This is an optimization exercise on Yosys and OpenROAD, whose aim is small area and a short achievable clock period, not a production implementation. In this exercise RTL edits were held to simulation tests only and were not proved equivalent to the original. Power and IR drop assume default switching activity.

==> flow/run.sh <==
#!/bin/bash
# synth_recipe.tcl (not shown) runs the flow's synth.tcl, then flattens the netlist and writes it again
# the make line also repeats each setting of config.mk as NAME=value (left out here)
make -C /OpenROAD-flow-scripts/flow DESIGN_CONFIG=/design/flow/config.mk WORK_HOME=/design/flow/orfs CLKGATE_MAP_FILE= SYNTH_SCRIPT=/design/flow/synth_recipe.tcl finish
==> flow/config.mk <==
export PLATFORM = sky130hd
export DESIGN_NAME = data_memory_ctrl
export DESIGN_NICKNAME = data_memory_ctrl
export VERILOG_FILES = /design/flow/design.v
export SDC_FILE = /design/flow/constraint.sdc
export NUM_CORES = 4
export LEC_CHECK = 0
export CAP_MARGIN = 20
export CORE_MARGIN = 2
export CORE_UTILIZATION = 40
export SLEW_MARGIN = 20
==> flow/constraint.sdc <==
create_clock -name core_clock -period 9.0 [get_ports {clk}]
set_input_delay 1.8000 -clock core_clock [delete_from_list [all_inputs] [get_ports {clk}]]
set_output_delay 1.8000 -clock core_clock [all_outputs]
set_load 0.01 [all_outputs]
==> flow/design.v <==
package dmem_pkg;
    typedef enum logic {
        DMEM_CLEAR = 1'b0,
        DMEM_IDLE  = 1'b1
    } dmem_state_e;
    localparam int DMEM_MAX_W = 256;
    function automatic logic [DMEM_MAX_W-1:0] be_merge(
        input logic [DMEM_MAX_W-1:0]   old_w,
        input logic [DMEM_MAX_W-1:0]   new_w,
        input logic [DMEM_MAX_W/8-1:0] be
    );
        logic [DMEM_MAX_W-1:0] r;
        r = old_w;
        for (int i = 0; i < DMEM_MAX_W / 8; i++) begin
            if (be[i]) r[8*i +: 8] = new_w[8*i +: 8];
        end
        be_merge = r;
    endfunction
endpackage
module dmem_array
#(
    parameter int DATA_W = 16,
    parameter int DEPTH  = 256,
    parameter int IW     = 8
) (
    input  logic                   clk,
    input  logic                   we,
    input  logic [IW-1:0]          waddr,
    input  logic [DATA_W-1:0]      wdata,
    input  logic [DATA_W/8-1:0]    wbe,
    input  logic                   re,
    input  logic [IW-1:0]          raddr,
    output logic [DATA_W-1:0]      rdata,
    input  logic [IW-1:0]          mon_idx,
    output logic [DATA_W-1:0]      mon_word
);
    logic [DATA_W-1:0] mem [DEPTH];
    always_ff @(posedge clk) begin
        if (we) begin
            mem[waddr] <= DATA_W'(dmem_pkg::be_merge(dmem_pkg::DMEM_MAX_W'(mem[waddr]),
                                           dmem_pkg::DMEM_MAX_W'(wdata),
                                           (dmem_pkg::DMEM_MAX_W/8)'(wbe)));
        end
        if (re) begin
            rdata <= mem[raddr];
        end
    end
    assign mon_word = mem[mon_idx];
endmodule
module data_memory_ctrl
#(
    parameter int DATA_W = 16,
    parameter int ADDR_W = 16,
    parameter int DEPTH  = 256
) (
    input  logic                   clk,
    input  logic                   reset,
    input  logic                   req_valid,
    output logic                   req_ready,
    input  logic                   req_we,
    input  logic [ADDR_W-1:0]      req_addr,
    input  logic [DATA_W-1:0]      req_wdata,
    input  logic [DATA_W/8-1:0]    req_be,
    output logic                   rsp_valid,
    output logic [DATA_W-1:0]      rsp_rdata,
    output logic                   rsp_err,
    input  logic                   clr_req,
    output logic                   init_done,
    input  logic [ADDR_W-1:0]      mon_addr,
    output logic [DATA_W-1:0]      mon_data
);
    localparam int BE_W = DATA_W / 8;
    localparam int IW   = (DEPTH > 1) ? $clog2(DEPTH) : 1;
    localparam logic [ADDR_W:0] DEPTH_X = (ADDR_W + 1)'(DEPTH);
    dmem_pkg::dmem_state_e       state;
    logic [IW-1:0]     clr_ptr;
    logic              rd_sel;
    logic              acc;
    logic              in_range;
    logic              mon_in;
    logic              clr_we;
    logic              a_we;
    logic              a_re;
    logic [IW-1:0]     a_waddr;
    logic [DATA_W-1:0] a_wdata;
    logic [BE_W-1:0]   a_be;
    logic [DATA_W-1:0] rd_q;
    logic [DATA_W-1:0] mon_word;
    assign in_range  = {1'b0, req_addr} < DEPTH_X;
    assign mon_in    = {1'b0, mon_addr} < DEPTH_X;
    assign req_ready = (state == dmem_pkg::DMEM_IDLE) && !clr_req && !reset;
    assign init_done = (state == dmem_pkg::DMEM_IDLE);
    assign acc       = req_valid && req_ready;
    assign clr_we  = (state == dmem_pkg::DMEM_CLEAR) && !reset;
    assign a_we    = clr_we || (acc && req_we && in_range);
    assign a_re    = acc && !req_we && in_range;
    assign a_waddr = clr_we ? clr_ptr : IW'(req_addr);
    assign a_wdata = clr_we ? '0 : req_wdata;
    assign a_be    = clr_we ? '1 : req_be;
    dmem_array #(
        .DATA_W (DATA_W),
        .DEPTH  (DEPTH),
        .IW     (IW)
    ) u_array (
        .clk      (clk),
        .we       (a_we),
        .waddr    (a_waddr),
        .wdata    (a_wdata),
        .wbe      (a_be),
        .re       (a_re),
        .raddr    (IW'(req_addr)),
        .rdata    (rd_q),
        .mon_idx  (IW'(mon_addr)),
        .mon_word (mon_word)
    );
    always_ff @(posedge clk) begin
        if (reset) begin
            state     <= dmem_pkg::DMEM_CLEAR;
            clr_ptr   <= '0;
            rsp_valid <= 1'b0;
            rsp_err   <= 1'b0;
            rd_sel    <= 1'b0;
        end else begin
            rsp_valid <= acc;
            if (acc) begin
                rsp_err <= !in_range;
                rd_sel  <= !req_we && in_range;
            end
            unique case (state)
                dmem_pkg::DMEM_CLEAR: begin
                    if (clr_ptr == IW'(DEPTH - 1)) begin
                        state   <= dmem_pkg::DMEM_IDLE;
                        clr_ptr <= '0;
                    end else begin
                        clr_ptr <= clr_ptr + 1'b1;
                    end
                end
                dmem_pkg::DMEM_IDLE: begin
                    if (clr_req) begin
                        state   <= dmem_pkg::DMEM_CLEAR;
                        clr_ptr <= '0;
                    end
                end
                default: state <= dmem_pkg::DMEM_CLEAR;
            endcase
        end
    end
    assign rsp_rdata = rd_sel ? rd_q : '0;
    assign mon_data  = mon_in ? mon_word : '0;
endmodule
==> run summary, run 1 <==
synth top area cells=edfxtp_1 64%, mux4_2 22%, mux2i_1 4.0%; Die Height=~700 um; drt initial violations=17980; synthesized area per cell=19.6 um^2; Worst setup SP type=input pin; fin worst setup slack=0.310 ns; simple-gate area share of the yosys netlist=0.0266; Synth Register Bits=4124; CP Capture Type=output port; clock latency at the later pin of the worst-skew pair=1.02 ns; area of the core=between 0.4 and 0.5 mm^2; layout cells sized above 1=0.300; Mapped Area=about 0.19 mm^2; Rows=255; root buffer cell=clkbuf_16; final worst path period share=0.966; initial antenna violation count=55; worst hold endpoint=rsp_err; gpl congestion=0.942; final setup fails=0; reg2reg start=state; Fin Setup TNS=0 ns; first-pass GRT wire length=~910000 um; Setup Buffers After CTS=0; largest area contributor in the netlist=edfxtp_1; leakage power=67.8 nW; Port-buffer cells=90; most common cell in the netlist=edfxtp_1; Max Clock Skew=0.0710 ns; CTS tree=built; final routed DRC violation total=0; R2R setup slack=3.60 ns; RSZ-0062 raised after global routing=false; WP data required=7.20 ns; Routed Wire Length=about 660000 um; R2R depth=8; worst vdd ir=between 0.15 and 0.2 mV; DP Worst Slack=between 0.4 and 0.5 ns; Worst Hold Slack=0.504 ns; final hold violations=0; Worst Hold Launch=rsp_err; Worst path depth=11; Nets=10046; Post-CTS Hold Buffers=0; # resized after CTS=0; Post-synth ARST share=0; post-route ant nets=0; io pins=91; total CTS buffers=438; Synth top cells by count=4112 x edfxtp_1, 1861 x mux4_2, 781 x mux2i_1; Final Slew Violations=0; EDFF count, synth=4112; adder-cell area share of the yosys netlist=0.0000645; post-route minimum period=8.69 ns; Die Wd=around 700 um; YS warnings=2; reg-to-reg endpoint=u_array.mem[241][3]; Initial Util=0.402; mux cell area share after synthesis=0.271; Post-Synth XOR/XNOR Area=0.0000903; vias per inst=6.75; critical path class=in -> out; post-synth cell types=85; Max Clock Freq=0.115 GHz; via count=113454; CP max FO=27; Area Overhead vs Synth=11.5%; ys flop type=edfxtp_1; GRT Util Overall=0.264; Synth Area in Compound Gates=0.0364; CTS H-tree lvls=5; Critical path buffers and inverters=4; worst slew pin tran=1.31 ns; CP max-delay cell=nor3b_2; Worst Hold Depth=2; slew margin rel.=0.130; CTS max path bufs=4; Synth Net Count=9932; worst hold path class=reg -> reg; Pwr Density=199 mW/mm^2; dpl hpwl=approximately 430000 um; largest net degree at the start of global routing=between 200 and 250; area share of the largest cell type after synthesis=0.637; Detailed Routing Iterations Pass 1=9; drt wl/cell=slightly below 40 um; Mapped Cells=between 9000 and 10000; CP arrival=6.89 ns; total global routing overflow=0; Worst-path clk slew=0.06 ns; CP cell instances=buf_8 -> buf_4 -> nor3b_2 -> a222oi_1 -> nand2_1 -> o22ai_1 -> o21ai_0 -> nand2_1 -> nor4_2 -> buf_4 -> buf_12; status=complete, no violations; cell family with most CP delay=simple AND/OR/NAND/NOR gates; delay of the slowest cell on the worst path=0.94 ns; area of the die=0.490 mm^2; Clock Sinks=4124; Max Cap Violations=0; largest family of logic cells by synthesized area=multiplexers; register area share after synthesis=0.638; filler cell count in the final layout=40649; vias in the first global route=111818
kinds of logic after synthesis:
group	Yosys count
XOR/XNOR	2
flip-flops	4124
AND/OR/NAND/NOR	1135
multiplexers	2794
adder cells (fa/ha/maj)	1
AO/OA/AOI/OAI	1007
buffers and inverters	813
routing by layer:
metal | vias up | GRT usage | wire length, um
li1 | 43088 | - | -
met4 | 30 | 0.108 | 31200
met5 | - | 0 | 249
met2 | 7952 | 0.399 | 300000
met1 | 61091 | 0.360 | 249000
met3 | 1293 | 0.0762 | 81400
how the worst max path moves through the flow:
stage                 from           endpoint  slack (ns)
2_1_floorplan        reset  u_array.mem[0][0]        2.21
3_3_place_gp   mon_addr[6]        mon_data[3]        0.26
3_5_place_dp   mon_addr[1]        mon_data[1]        0.46
4_1_cts        mon_addr[1]        mon_data[1]        0.45
5_1_grt        mon_addr[1]        mon_data[1]        0.38
6_report       mon_addr[1]        mon_data[1]        0.31
metrics by stage:
| step | power [W] | cells | instance area [um^2] | util |
|---|---|---|---|---|
| 2_1_floorplan | 0.0237 | 9876 | 194000 | - |
| 3_3_place_gp | 0.0250 | 15970 | 202000 | 0.418 |
| 3_5_place_dp | 0.0250 | 15972 | 202000 | 0.418 |
| 4_1_cts | 0.0430 | 16777 | 216000 | 0.448 |
| 5_1_grt | 0.0438 | 16787 | 216000 | 0.448 |
| 6_report | 0.0429 | 16804 | 216000 | 0.448 |
flip-flops by register name, indices dropped and copies added (netlist names):
name / flops
clr_ptr: 8
state: 1
u_array.mem: 4096
rd_sel: 1
rsp_valid: 1
u_array.rdata: 16
rsp_err: 1
power breakdown:
part	leakage, nW	total (W)	switching (W)	internal (W)
combinational	23.3	0.00354	0.00229	0.00125
sequential	37.6	0.0212	0.0000118	0.0212
clock	6.87	0.0182	0.00783	0.0104
final cells by class:
type / instances / area (um^2) / area share
clock inverters: 282 / 2810 / 0.0130
flip-flops and latches: 4124 / 124000 / 0.572
diodes: 24 / 60.1 / 0.000278
inverters: 12 / 55.1 / 0.000255
multi-input cells: 4939 / 65400 / 0.303
well taps: 6425 / 8040 / 0.0372
clock buffers: 523 / 11400 / 0.0527
repair buffers: 475 / 4750 / 0.0220
cells in the final DEF (no fill, tap or decap), types with 158 or more instances in the layout:
cell and instances:
nor2_1 606, nand2_1 169, o221ai_1 210, o22ai_1 209, buf_4 319, edfxtp_1 4112, clkbuf_16 443, mux4_2 1861
a22oi_1 158, mux2i_1 779
worst register-to-register path, cell delays in order (launching register included):
cell and delay [ns]:
dfxtp_1 0.42, nor3b_2 0.93, nand2_1 0.32, nor2_1 0.31
a31oi_1 0.12, buf_4 0.21, nor2_1 0.86, nand2_1 0.81
nor2_1 1.01
==> run 2: changes to the inputs <==
--- a/flow/config.mk
+++ b/flow/config.mk
@@ -8,4 +8,7 @@
 export CAP_MARGIN = 20
 export CORE_MARGIN = 2
-export CORE_UTILIZATION = 40
+export CORE_UTILIZATION = 50
+export CTS_CLUSTER_DIAMETER = 60
+export CTS_CLUSTER_SIZE = 20
+export SETUP_SLACK_MARGIN = 4
 export SLEW_MARGIN = 20
==> run summary, run 2 <==
status=complete, no violations (unchanged); gpl congestion=0.959 (was 0.942); largest area contributor in the netlist=edfxtp_1 (unchanged); via count=115888 (was 113454); worst vdd ir=0.164 mV (was 0.175 mV); Routed Wire Length=705000 um (was 662000 um); io pins=91 (unchanged); total global routing overflow=0 (unchanged); GRT Util Overall=0.354 (was 0.264); Area Overhead vs Synth=13.1% (was 11.5%); WP data required=7.20 ns (about the same); Largest register FFs=4096 (unchanged); critical path class=in -> out (unchanged); Rows=228 (was 255); final hold violations=0 (unchanged); post-synth cell types=85 (unchanged); Largest regs=u_array.mem: 4096 flops, u_array.rdata: 16 flops, clr_ptr: 8 flops (unchanged); Fin Setup TNS=0 ns (unchanged); Synth Register Bits=4124 (unchanged); CTS H-tree lvls=5 (unchanged); final setup fails=0 (unchanged); CTS max path bufs=4 (unchanged); RSZ-0062 raised after global routing=true (was false); area of the die=0.393 mm^2 (was 0.490 mm^2); post-route ant nets=0 (unchanged); commonest non-fill, non-tap cell in the layout=edfxtp_1 (unchanged); root buffer cell=clkbuf_16 (unchanged); CP max FO=28 (was 27); Final Slew Violations=0 (unchanged); commonest non-fill, non-tap cells in the layout=4112 x edfxtp_1, 1864 x mux4_2, 776 x mux2i_1, 396 x nor2_1, 380 x clkbuf_16 (was 4112 x edfxtp_1, 1861 x mux4_2, 779 x mux2i_1, 606 x nor2_1, 443 x clkbuf_16); vias in the first global route=112446 (was 111818); area share of the largest cell type after synthesis=0.637 (unchanged); leakage power=69.1 nW (was 67.8 nW); worst slew pin tran=1.33 ns (was 1.31 ns); Clock Sinks=4124 (unchanged); vias per inst=7.45 (was 6.75); Post-Synth XOR/XNOR Area=0.0000903 (unchanged); worst hold path class=reg -> reg (unchanged); Die Wd=627 um (was 700 um); final routed DRC violation total=0 (unchanged); Die Height=627 um (was 700 um); Detailed Routing Iterations Pass 1=8 (was 9); Max Cap Violations=0 (unchanged); EDFF count, synth=4112 (unchanged); drt initial violations=18838 (was 17980); initial antenna violation count=33 (was 55); register area share after synthesis=0.638 (unchanged); slew margin rel.=0.111 (was 0.130); Worst setup SP type=input pin (unchanged); dpl cells=14699 (was 15972); CTS tree=built (unchanged); final worst path period share=0.749 (was 0.966); simple-gate area share of the yosys netlist=0.0266 (unchanged); Pwr Density=190 mW/mm^2 (was 199 mW/mm^2); first-pass GRT wire length=948000 um (was 911000 um); total CTS buffers=360 (was 438); Mapped Area=0.194 mm^2 (unchanged); YS warnings=2 (unchanged); synthesized area per cell=19.6 um^2 (unchanged); Worst-path clk slew=0.08 ns (was 0.06 ns); Nets=10118 (was 10046); dpl hpwl=434000 um (was 435000 um); area of the core=0.386 mm^2 (was 0.483 mm^2); crit path from=mon_addr[1] (unchanged); largest family of logic cells by synthesized area=multiplexers (unchanged); Initial Util=0.502 (was 0.402); Max Clock Skew=0.0457 ns (was 0.0710 ns); drt wl/cell=45.3 um (was 39.4 um); ys flop type=edfxtp_1 (unchanged); CP Capture Type=output port (unchanged); Reg with most FFs=u_array.mem (unchanged); Max Clock Freq=0.148 GHz (was 0.115 GHz); Synth Area in Compound Gates=0.0364 (unchanged); most common cell in the netlist=edfxtp_1 (unchanged); Synth top cells by count=4112 x edfxtp_1, 1861 x mux4_2, 781 x mux2i_1 (unchanged); largest net degree at the start of global routing=193 (was 217); mux cell area share after synthesis=0.271 (unchanged); fin cells=15560 (was 16804); Worst Hold Launch=rsp_err (unchanged); reg2reg start=state (unchanged); Mapped Cells=9876 (unchanged); Post-synth ARST share=0 (unchanged); layout cells sized above 1=0.362 (was 0.300); clock latency at the later pin of the worst-skew pair=1.02 ns (about the same); Port-buffer cells=90 (unchanged); adder-cell area share of the yosys netlist=0.0000645 (unchanged); synth top area cells=edfxtp_1 64%, mux4_2 22%, mux2i_1 4.0% (unchanged); Synth Net Count=9932 (unchanged); post-route minimum period=6.74 ns (was 8.69 ns); CP arrival=4.94 ns (was 6.89 ns)
-- run 2: cell counts after synthesis --
No cell type changed its count.
-- run 2: what timing repair did --
| action | CTS | global route |
|---|---|---|
| hold buffers | 0 | 0 |
| setup buffers | 63 | 32 |
| gates cloned | 62 | 17 |
| gates resized for setup | 654 | 239 |
| setup endpoints to repair | 3620 | 514 |
| pin swaps | 89 | 76 |
-- run 2: final timing paths --
check        cells after the start                   to  slack (ns)
max                             11          mon_data[0]        2.26
min                              2              rsp_err        0.49
max reg2reg                      9  u_array.mem[227][3]        4.68
min reg2reg                      2              rsp_err        0.49
-- run 2: cells by family after synthesis --
group | Yosys count
DFF | 4124
and+or+nand+nor | 1135
adders and majority gates | 1
AOI/OAI and AO/OA | 1007
muxes | 2794
xor gates and xnor gates | 2
buffers and inverters | 813
-- run 2: power breakdown --
| group | leakage (nW) | total, W | switching, W | internal, W |
|---|---|---|---|---|
| Clock | 5.97 | 0.0165 | 0.00830 | 0.00819 |
| Combinational | 25.5 | 0.00400 | 0.00254 | 0.00145 |
| Sequential | 37.6 | 0.0211 | 0.0000110 | 0.0211 |
| Total | 69.1 | 0.0416 | 0.0109 | 0.0308 |
-- run 2: per-layer routing --
| layer | GRT usage | part of all wire |
|---|---|---|
| met4 | 0.179 | 0.061 |
| met5 | 0 | 0.00018 |
| met3 | 0.101 | 0.13 |
| met2 | 0.524 | 0.45 |
| met1 | 0.482 | 0.36 |
-- run 2: through the flow --
step           setup WS (ns)  area [um^2]  total power [W]   util  hold slack (ns)
2_1_floorplan           3.50       194000           0.0237      -            0.493
3_3_place_gp           0.691       200000           0.0250  0.519            0.468
3_5_place_dp           0.787       200000           0.0251  0.519            0.469
4_1_cts                 2.40       217000           0.0415  0.563            0.484
5_1_grt                 2.29       219000           0.0424  0.568            0.500
6_report                2.26       219000           0.0416  0.568            0.485
-- run 2: cell type report --
class,count,area (um^2)
timing repair inverter,2,17.5
clock buffer,381,9160
multi-input combinational,4941,68200
inverter,12,82.6
timing repair buffer,621,8530
antenna,23,57.6
tap,5175,6470
sequential,4124,124000
clock inverter,281,3110
fill,28541,167000
-- run 2: worst max-delay path: stages --
cell and delay [ns]:
buf_16 0.12, buf_12 0.15, nand2b_4 0.18, buf_12 0.21, buf_16 0.23, o221ai_1 0.35
o22ai_1 0.16, o21ai_2 0.25, nand4_1 0.56, and4b_2 0.62, clkdlybuf4s15_2 0.26
==> run 3: changes to the inputs <==
--- a/flow/config.mk
+++ b/flow/config.mk
@@ -8,5 +8,5 @@
 export CAP_MARGIN = 20
 export CORE_MARGIN = 2
-export CORE_UTILIZATION = 50
+export CORE_UTILIZATION = 45
 export CTS_CLUSTER_DIAMETER = 60
 export CTS_CLUSTER_SIZE = 20
==> run summary, run 3 <==
status=complete, no violations (unchanged); Mapped Cells=9876 (unchanged); Routed Wire Length=694000 um (was 705000 um); largest area contributor in the netlist=edfxtp_1 (unchanged); final hold violations=0 (unchanged); area of the core=0.430 mm^2 (was 0.386 mm^2); CTS tree=built (unchanged); drt initial violations=18411 (was 18838); Largest regs=u_array.mem: 4096 flops, u_array.rdata: 16 flops, clr_ptr: 8 flops (unchanged); total CTS buffers=340 (was 360); EDFF count, synth=4112 (unchanged); first-pass GRT wire length=940000 um (was 948000 um); largest net degree at the start of global routing=201 (was 193); CTS H-tree lvls=5 (unchanged); worst hold path class=reg -> reg (unchanged); reg-to-reg endpoint=u_array.mem[131][13] (was u_array.mem[227][3]); YS warnings=2 (unchanged); synth top area cells=edfxtp_1 64%, mux4_2 22%, mux2i_1 4.0% (unchanged); Post-CTS Hold Buffers=0 (unchanged); commonest non-fill, non-tap cells in the layout=4112 x edfxtp_1, 1871 x mux4_2, 779 x mux2i_1, 352 x buf_4, 351 x clkbuf_16 (was 4112 x edfxtp_1, 1864 x mux4_2, 776 x mux2i_1, 396 x nor2_1, 380 x clkbuf_16); vias per inst=7.13 (was 7.45); ys flop type=edfxtp_1 (unchanged); CP arrival=5.01 ns (was 4.94 ns); Pwr Density=187 mW/mm^2 (was 190 mW/mm^2); CP Capture Type=output port (unchanged); CTS max path bufs=4 (unchanged); synthesized area per cell=19.6 um^2 (unchanged); critical path endpoint=mon_data[10] (was mon_data[0]); Final Slew Violations=0 (unchanged); final routed DRC violation total=0 (unchanged); Nets=10165 (was 10118); final setup fails=0 (unchanged); worst vdd ir=0.177 mV (was 0.164 mV); vias in the first global route=111819 (was 112446); slew margin rel.=0.0910 (was 0.111); Worst Hold Launch=rsp_err (unchanged); register area share after synthesis=0.638 (unchanged); crit path from=mon_addr[2] (was mon_addr[1]); Max Clock Freq=0.147 GHz (was 0.148 GHz); final instance area=0.220 mm^2 (was 0.219 mm^2); Fin Setup TNS=0 ns (unchanged); Max Cap Violations=0 (unchanged); drt wl/cell=43.0 um (was 45.3 um); clock latency at the later pin of the worst-skew pair=1.03 ns (was 1.02 ns); gpl congestion=0.952 (was 0.959); final worst path period share=0.757 (was 0.749); Die Height=661 um (was 627 um); io pins=91 (unchanged); Die Wd=661 um (was 627 um); layout cells sized above 1=0.373 (was 0.362); WP data required=7.20 ns (about the same); initial antenna violation count=46 (was 33); RSZ-0062 raised after global routing=true (unchanged); leakage power=69.2 nW (was 69.1 nW); Mapped Area=0.194 mm^2 (unchanged); most common cell in the netlist=edfxtp_1 (unchanged); Max Clock Skew=0.0502 ns (was 0.0457 ns); Initial Util=0.451 (was 0.502); Reg with most FFs=u_array.mem (unchanged); CP max FO=8 (was 28); area of the die=0.436 mm^2 (was 0.393 mm^2); GRT Util Overall=0.313 (was 0.354); Worst-path clk slew=0.08 ns (about the same); Worst setup SP type=input pin (unchanged); root buffer cell=clkbuf_16 (unchanged); Synth top cells by count=4112 x edfxtp_1, 1861 x mux4_2, 781 x mux2i_1 (unchanged); commonest non-fill, non-tap cell in the layout=edfxtp_1 (unchanged); Largest register FFs=4096 (unchanged); R2R depth=9 (unchanged); dpl hpwl=440000 um (was 434000 um); post-synth cell types=85 (unchanged); Area Overhead vs Synth=13.5% (was 13.1%); Synth Net Count=9932 (unchanged); R2R setup slack=4.81 ns (was 4.68 ns); Synth Register Bits=4124 (unchanged); worst slew pin tran=1.36 ns (was 1.33 ns); Port-buffer cells=90 (unchanged); Post-synth ARST share=0 (unchanged); Rows=241 (was 228); post-route minimum period=6.81 ns (was 6.74 ns); area share of the largest cell type after synthesis=0.637 (unchanged); via count=115081 (was 115888); post-route ant nets=0 (unchanged); total global routing overflow=0 (unchanged); Detailed Routing Iterations Pass 1=8 (unchanged); placed cell area=0.201 mm^2 (was 0.200 mm^2); Clock Sinks=4124 (unchanged); reg2reg start=state (unchanged); critical path class=in -> out (unchanged)
==> run 3: cell counts after synthesis <==
No cell type changed its count.
==> run 3: per-stage QoR <==
step	total power [W]	utilization	setup WS [ns]	hold WS, ns	std cells
2_1_floorplan	0.0237	-	3.50	0.493	9876
6_report	0.0411	0.512	2.19	0.494	16147
5_1_grt	0.0419	0.512	2.26	0.527	16117
4_1_cts	0.0410	0.507	2.33	0.490	16025
3_5_place_dp	0.0251	0.467	0.953	0.476	15249
3_3_place_gp	0.0250	0.467	0.643	0.462	15245
==> run 3: cell families after synthesis <==
| kind of cell | count (synthesis) | share of synthesized area |
|---|---|---|
| flops | 4124 | 0.638 |
| compound gates | 1007 | 0.0364 |
| buf+inv | 813 | 0.0276 |
| mux | 2794 | 0.271 |
| xor+xnor | 2 | 0.0000903 |
| simple gates | 1135 | 0.0266 |
| fa+ha+maj | 1 | 0.0000645 |
==> run 3: worst min-delay path by stage <==
stage / to / slack, ns / cells after the start
6_report: rsp_err / 0.49 / 2
3_5_place_dp: rsp_err / 0.48 / 2
2_1_floorplan: rsp_err / 0.49 / 2
3_3_place_gp: rsp_err / 0.46 / 2
4_1_cts: rsp_err / 0.49 / 2
5_1_grt: rsp_err / 0.53 / 2
==> run 3: critical path: stages <==
cell and delay [ns]:
buf_16 0.14, buf_16 0.24, or3b_4 0.42, buf_12 0.15, o22ai_4 0.18, nor4_4 0.09
o21ai_2 0.17, a21oi_4 0.14, nand4b_1 0.69, nor4_4 0.64, buf_2 0.23
==> run 3: final cells by class <==
type	count	area (um^2)
Antenna cell	44	110
Tap cell	5710	7140
Inverter	12	71.3
Clock buffer	362	8680
Timing Repair inverter	2	17.5
Fill cell	33992	210000
Timing Repair Buffer	688	9180
Multi-Input combinational cell	4941	68200
Clock inverter	264	3090
Sequential cell	4124	124000
==> run 3: repair_timing <==
| item | CTS | global route |
|---|---|---|
| setup endpoints to repair | 3453 | 1585 |
| cloned | 66 | 7 |
| buffers inserted | 84 | 69 |
| resized for setup | 687 | 316 |
| pin swaps | 73 | 81 |
==> run 3: per-layer routing <==
layer | GRT usage | wire (um) | up-vias
met2 | 0.469 | 313000 | 8264
li1 | - | - | 43394
met5 | 0.00355 | 429 | -
met1 | 0.422 | 254000 | 62016
met4 | 0.151 | 39900 | 30
met3 | 0.0904 | 86700 | 1377
==> run 3: report_power, final <==
part / internal [W] / leakage, nW / switching [W]
clock: 0.00793 / 5.70 / 0.00807
sequential: 0.0211 / 37.6 / 0.0000119
combinational: 0.00149 / 25.9 / 0.00252
total: 0.0305 / 69.2 / 0.0106
==> run 4: changes to the inputs <==
--- a/flow/config.mk
+++ b/flow/config.mk
@@ -8,5 +8,5 @@
 export CAP_MARGIN = 20
 export CORE_MARGIN = 2
-export CORE_UTILIZATION = 45
+export CORE_UTILIZATION = 60
 export CTS_CLUSTER_DIAMETER = 60
 export CTS_CLUSTER_SIZE = 20
==> run summary, run 4 <==
internal power=0.0302 W (was 0.0305 W); dpl hpwl=427000 um (was 440000 um); Detailed Routing Iterations Pass 1=8 (unchanged); Largest register FFs=4096 (unchanged); Max Clock Skew=0.0547 ns (was 0.0502 ns); Mapped Area=0.194 mm^2 (unchanged); Routed Wire Length=684000 um (was 694000 um); cell family with most CP delay=compound AO/OA/AOI/OAI gates (was simple AND/OR/NAND/NOR gates); Worst Hold Launch=rsp_err (unchanged); reg-to-reg endpoint=u_array.mem[153][4] (was u_array.mem[131][13]); final routed DRC violation total=0 (unchanged); area of the core=0.321 mm^2 (was 0.430 mm^2); final worst path period share=0.754 (was 0.757); Max Clock Freq=0.147 GHz (about the same); Die Wd=573 um (was 661 um); worst vdd ir=0.209 mV (was 0.177 mV); Worst-path clk slew=0.07 ns (was 0.08 ns); via count=116286 (was 115081); area share of the largest cell type after synthesis=0.637 (unchanged); WP data required=7.20 ns (about the same); critical path endpoint=mon_data[15] (was mon_data[10]); clock share of power=0.374 (was 0.389); io pins=91 (unchanged); Nets=10183 (was 10165); Total Power=0.0402 W (was 0.0411 W); Mapped Cells=9876 (unchanged); Critical path buffers and inverters=5 (was 4); slew margin rel.=0.149 (was 0.0910); Initial Util=0.603 (was 0.451); CP cell instances=buf_16 -> buf_12 -> buf_16 -> mux4_2 -> mux2i_4 -> o211ai_1 -> o2111a_2 -> nand4_1 -> nor3_4 -> buf_4 -> buf_6 (was buf_16 -> buf_16 -> or3b_4 -> buf_12 -> o22ai_4 -> nor4_4 -> o21ai_2 -> a21oi_4 -> nand4b_1 -> nor4_4 -> buf_2); most common cell in the netlist=edfxtp_1 (unchanged); YS warnings=2 (unchanged); drt initial violations=21282 (was 18411); CP max-delay cell=nor3_4 (was nand4b_1); Post-synth ARST share=0 (unchanged); Fin Setup TNS=0 ns (unchanged); worst slew pin tran=1.24 ns (was 1.36 ns); commonest non-fill, non-tap cells in the layout=4112 x edfxtp_1, 1868 x mux4_2, 771 x mux2i_1, 372 x buf_4, 349 x clkbuf_16 (was 4112 x edfxtp_1, 1871 x mux4_2, 779 x mux2i_1, 352 x buf_4, 351 x clkbuf_16); crit path from=mon_addr[0] (was mon_addr[2]); Port-buffer cells=90 (unchanged); commonest non-fill, non-tap cell in the layout=edfxtp_1 (unchanged); CP Capture Type=output port (unchanged); worst hold path class=reg -> reg (unchanged); Net Sw Frac=0.248 (was 0.258); final hold violations=0 (unchanged); R2R setup slack=4.60 ns (was 4.81 ns); critical path class=in -> out (unchanged); post-route ant nets=0 (unchanged); post-synth cell types=85 (unchanged); RSZ-0062 raised after global routing=true (unchanged); initial antenna violation count=43 (was 46); CP max FO=7 (was 8); Comb pwr share=0.100 (was 0.097); most used cell, CP=buf_16; CTS H-tree lvls=5 (unchanged); Final Slew Violations=0 (unchanged); CTS max path bufs=4 (unchanged); layout cells sized above 1=0.370 (was 0.373); drt wl/cell=46.5 um (was 43.0 um); Worst setup SP type=input pin (unchanged); synth top area cells=edfxtp_1 64%, mux4_2 22%, mux2i_1 4.0% (unchanged); Die Height=573 um (was 661 um); reg2reg start=state (unchanged); Reg with most FFs=u_array.mem (unchanged); Largest regs=u_array.mem: 4096 flops, u_array.rdata: 16 flops, clr_ptr: 8 flops (unchanged); ys flop type=edfxtp_1 (unchanged); total global routing overflow=0 (unchanged); Synth Register Bits=4124 (unchanged); area of the die=0.328 mm^2 (was 0.436 mm^2); vias in the first global route=110559 (was 111819); post-route minimum period=6.79 ns (was 6.81 ns); Worst path depth=11 (unchanged); status=complete, no violations (unchanged); GRT Util Overall=0.414 (was 0.313); Synth top cells by count=4112 x edfxtp_1, 1861 x mux4_2, 781 x mux2i_1 (unchanged); largest net degree at the start of global routing=161 (was 201); R2R depth=7 (was 9); Clock Sinks=4124 (unchanged); CTS tree=built (unchanged); synthesized area per cell=19.6 um^2 (unchanged); register area share after synthesis=0.638 (unchanged); delay of the slowest cell on the worst path=0.75 ns (was 0.69 ns); first-pass GRT wire length=918000 um (was 940000 um); Synth Net Count=9932 (unchanged); Psw=0.00999 W (was 0.0106 W); Max Cap Violations=0 (unchanged); largest area contributor in the netlist=edfxtp_1 (unchanged); vias per inst=7.91 (was 7.13); CP arrival=4.99 ns (was 5.01 ns); root buffer cell=clkbuf_16 (unchanged); total CTS buffers=314 (was 340); Area Overhead vs Synth=12.6% (was 13.5%); Pwr Density=184 mW/mm^2 (was 187 mW/mm^2); Rows=208 (was 241); leakage power=69.1 nW (was 69.2 nW); Seq pwr share=0.525 (was 0.514); final setup fails=0 (unchanged); gpl congestion=0.985 (was 0.952); EDFF count, synth=4112 (unchanged); clock latency at the later pin of the worst-skew pair=1.00 ns (was 1.03 ns)
-- run 4: changes by cell type in the layout (fill, tap and decap cells not counted), sizes merged, moves of 5 or more --
| cell | before | now |
|---|---|---|
| clkinv | 122 | 98 |
| clkinvlp | 17 | 22 |
| inv | 122 | 72 |
| bufbuf | 37 | 28 |
| bufinv | 17 | 24 |
| buf | 583 | 620 |
| diode | 44 | 31 |
-- run 4: metal layers --
| layer | share of wire | global-route usage | wire, um |
|---|---|---|---|
| met4 | 0.061 | 0.207 | 41900 |
| met2 | 0.45 | 0.602 | 307000 |
| met1 | 0.35 | 0.578 | 239000 |
| met5 | 0.00018 | 0.000588 | 120 |
| met3 | 0.14 | 0.122 | 95600 |
-- run 4: cells by family (layout without fill, tap and decap cells) --
kind of cell,count (synthesis),after routing,share of synthesized area
DFF,4124,4124,0.638
adders and majority gates,1,1,0.0000645
and+or+nand+nor,1135,1140,0.0266
buffers and inverters,813,1300,0.0276
muxes,2794,2794,0.271
xor gates and xnor gates,2,2,0.0000903
other,0,31,0
AOI/OAI and AO/OA,1007,1007,0.0364
-- run 4: layout make-up --
class                           instances  area [um^2]
Timing Repair inverter                  1         8.76
Inverter                               12         82.6
Fill cell                           20723       103000
Tap cell                             4305         5390
Clock inverter                        203         2310
Antenna cell                           31         77.6
Multi-Input combinational cell       4944        68800
Sequential cell                      4124       124000
Clock buffer                          354         8350
Timing Repair Buffer                  730         9610
-- run 4: power groups by stage --
stage	clock, W	combinational, W	sequential (W)
after CTS	0.0150	0.00379	0.0211
after floorplan	0	0.00212	0.0216
after detailed placement	0	0.00343	0.0216
final	0.0151	0.00403	0.0211
after global placement	0	0.00341	0.0216
after global routing	0.0157	0.00407	0.0211
-- run 4: metrics by stage --
step                      utilization  hold WS, ns  instances  setup slack [ns]  area (um^2)
final                           0.680        0.506      14704              2.21       218000
after global routing            0.679        0.524      14687              2.40       218000
after CTS                       0.671        0.501      14554              2.44       216000
after detailed placement        0.619        0.487      13822             0.702       199000
after global placement          0.619        0.465      13820             0.668       199000
after floorplan                     -        0.493       9876              3.50       194000
-- run 4: timing repair --
action / in CTS / in global routing
gates resized for setup: 869 / 263
setup buffers: 113 / 98
hold buffers: 0 / 0
gates cloned: 62 / 20
pin swaps: 88 / 110
setup endpoints to repair: 3180 / 1497
-- run 4: worst reg2reg max path, cell delays in order (launching register included) --
cell and delay (ns):
dfxtp_1 0.66, nor3b_4 0.32, nand2_1 0.17, nor2_1 0.26, a31oi_2 0.35, nor2b_1 0.74
nand2_2 0.65, nor2_2 0.83
-- run 4: worst min-delay path by stage --
stage | cells past startpoint | slack, ns | to
global route | 2 | 0.52 | rsp_err
finish | 2 | 0.51 | rsp_err
CTS | 2 | 0.50 | rsp_err
global placement | 2 | 0.46 | rsp_err
floorplan | 2 | 0.49 | rsp_err
detailed placement | 2 | 0.49 | rsp_err

what the ideal ports hide:
In the flow no input, the clock included, has a driving cell. The finished layouts below were timed again as built, in two steps.
Step 1, drivers: a clkbuf_16 drives clk and a buf_2 each remaining input, both assumed.
Step 2, shift: input delay + t, output delay - t, t = (earliest + latest rising clock arrival at the registers) / 2. This alone moves slack from input paths to output paths.
a / b / c = no drivers / after step 1 / after step 2; a / b = the first two.
| run | t (ns) | setup slack, ns | slew at the worst register clock pin (ns) | pins driven straight from the clock port |
|---|---|---|---|---|
| run 1 | 1.101 | 0.310 / 0.255 / 0.255 | 0.08 / 0.08 | 1 |
| run 2 | 1.102 | 2.255 / 1.810 / 1.810 | 0.09 / 0.09 | 1 |
| run 3 | 1.103 | 2.186 / 1.769 / 1.769 | 0.09 / 0.09 | 1 |
| run 4 | 1.077 | 2.210 / 1.399 / 1.399 | 0.09 / 0.09 | 1 |
After both steps setup and hold are still met in every run listed. For run 4, which loses most, drivers alone change the setup slack by -0.811 ns; drivers and shift together by -0.811 ns.
